Background: an optimization exercise with open tools, aiming at small area, a short achievable clock period and few clock cycles. Do not read the settings as production practice. Function was checked by simulation only, so behaviour that the tests miss may differ from the original. Power figures rest on the tool's default switching activity, not on a simulated workload.

== JK ==
==> flow/design.v (excerpt) <==
module hart #(
    parameter logic [32-1:0] RESET_ADDR = 32'h0000_0000
) (
    input  logic        i_clk,
    input  logic        i_rst_n,
    output logic [31:0] o_imem_raddr,
    input  logic [31:0] i_imem_rdata,
    output logic [31:0] o_dmem_addr,
    output logic        o_dmem_ren,
    output logic        o_dmem_wen,
    output logic [31:0] o_dmem_wdata,
    input  logic [31:0] i_dmem_rdata,
    output logic        o_retire_valid,
    output logic [31:0] o_retire_inst,
    output logic        o_retire_trap,
    output logic        o_retire_halt,
    output logic [4:0]  o_retire_rs1_raddr,
    output logic [4:0]  o_retire_rs2_raddr,
    output logic [31:0] o_retire_rs1_rdata,
    output logic [31:0] o_retire_rs2_rdata,
    output logic [4:0]  o_retire_rd_waddr,
    output logic [31:0] o_retire_rd_wdata,
    output logic [31:0] o_retire_pc,
    output logic [31:0] o_retire_next_pc
);
For scale: ~1400 flip-flops, roughly 370 I/O pins, ~0.062 mm^2 of cells after synthesis.
==> flow/config.mk <==
export PLATFORM = sky130hd
export DESIGN_NAME = hart
export DESIGN_NICKNAME = hart
export VERILOG_FILES = /design/flow/design.v
export SDC_FILE = /design/flow/constraint.sdc
export NUM_CORES = 4
export LEC_CHECK = 0
export CAP_MARGIN = 20
export CORE_MARGIN = 2
export CORE_UTILIZATION = 50
export CTS_BUF_LIST = sky130_fd_sc_hd__clkbuf_16
export CTS_CLUSTER_DIAMETER = 60
export CTS_CLUSTER_SIZE = 30
export SETUP_SLACK_MARGIN = 2.8
export SLEW_MARGIN = 20
==> flow/constraint.sdc <==
create_clock -name core_clock -period 6.0 [get_ports {i_clk}]
set_input_delay 1.2000 -clock core_clock [delete_from_list [all_inputs] [get_ports {i_clk}]]
set_output_delay 1.2000 -clock core_clock [all_outputs]
set_load 0.01 [all_outputs]
standard.sh (not shown) runs the stock make flow with config.mk's settings and CLKGATE_MAP_FILE= SYNTH_SCRIPT=/design/flow/synth_recipe.tcl, a recipe that flattens the netlist after the stock synthesis.
==> flow/flow/run.sh <==
#!/bin/bash
# Layout flow: the standard ORFS flow (standard.sh, unchanged synthesis and
# steps), except that the port buffers buffer_ports inserts at placement are
# sky130_fd_sc_hd__buf_2 cells rather than the library's default choice.
# make's full output goes to flow_make.log; each ORFS step keeps its own log
# under orfs/logs/.
set -euo pipefail
bash standard.sh "BUFFER_PORTS_ARGS=-buffer_cell sky130_fd_sc_hd__buf_2" finish > flow_make.log 2>&1
JK closes out successfully: all stages finished, all timing, DRC and antenna checks passed.
Testbench counts of JK, summed over its fixed seeds: cycles 34,640.
Here is what was changed in the inputs of MS compared with JK.
- CORE_UTILIZATION changed from 50 to 55
==> comparison <==
MS: flow completed, timing, DRC and antenna clean
Proportion of power drawn by combinational gates for MS is higher than for JK.
[compare] base=JK new=MS: aggregate routed wire length shows a reduction of 2.3%, core utilization grew by 5.5 points, via count went up by 813.
The following lists how AL was set up differently from MS:
- a change of SETUP_SLACK_MARGIN from 2.8 to 2.6
- a change of CORE_UTILIZATION from 55 to 50
Notes after the runs:
AL: flow completed, timing, DRC and antenna clean. Diff MS -> AL: non-clock buffer count decreased by about 8% relative to the old numbers, share of total power in the clock network climbed 1.4 points, total number of multi-input combinational cells held steady.
--- input diff AL..TR ---
- SETUP_SLACK_MARGIN now 2.8, was 2.6
- CORE_UTILIZATION now 40, was 50
## What came out
- TR completed end to end with timing, DRC and antenna clean.
- Fraction of area in registers in TR is 0.93 points below AL.
- In the reports for TR and AL, the smaller instance count on the critical path belongs to TR.
- In the tables for TR and AL, overall power consumption reads lower with TR.
- [compare] base=AL new=TR: total routed wirelength went up 1.1%; worst hold slack essentially unchanged.
For PW, these inputs were changed with respect to TR:
- CTS_CLUSTER_DIAMETER no longer set, was 60
- CTS_CLUSTER_SIZE no longer set, was 30
- CTS_BUF_LIST no longer set, was sky130_fd_sc_hd__clkbuf_16
==> notes.md <==
Tightest hold margin: PW vs TR down 0.016 ns
Of the two values seen for cell at the slowest stage of the critical path, sky130_fd_sc_hd__dfxtp_2 was produced by PW and sky130_fd_sc_hd__dfxtp_4 by TR.
met1 track demand over resource in global routing across PW and TR: no real change.
Largest vdd supply drop of PW falls short of that of TR by a little under 10%.
TR -> PW: total non-filler cell area in the finished layout increased slightly

[separate check: timing with driven ports]
No port has a modelled driver above. Below, the same layouts with a new extraction and two added sets of constraints.
Step 1: set_driving_cell puts a clkbuf_16 on i_clk and a buf_2 on each other input, an assumption about the parent block.
Step 2 times the ports against the registers' clock, not the clock port: input delays grow and output delays shrink by t, the midpoint of the rising clock arrivals with the driver on.
Slacks: ideal / step 1 / step 2; pairs: ideal / step 1.
run | shift t [ns] | slack for setup (ns) | cell pins on the clock port's net
JK | 0.886 | 2.368 / 2.368 / 1.646 | 1
MS | 0.848 | 2.442 / 2.442 / 1.721 | 1
AL | 0.839 | 2.355 / 2.355 / 1.636 | 1
TR | 0.861 | 2.320 / 2.320 / 1.572 | 1
PW | 0.894 | 2.323 / 2.323 / 1.589 | 1
After both steps every run listed still meets setup and hold. For TR, which loses most, drivers alone change the setup slack by 0.000 ns; drivers and shift together by -0.748 ns.
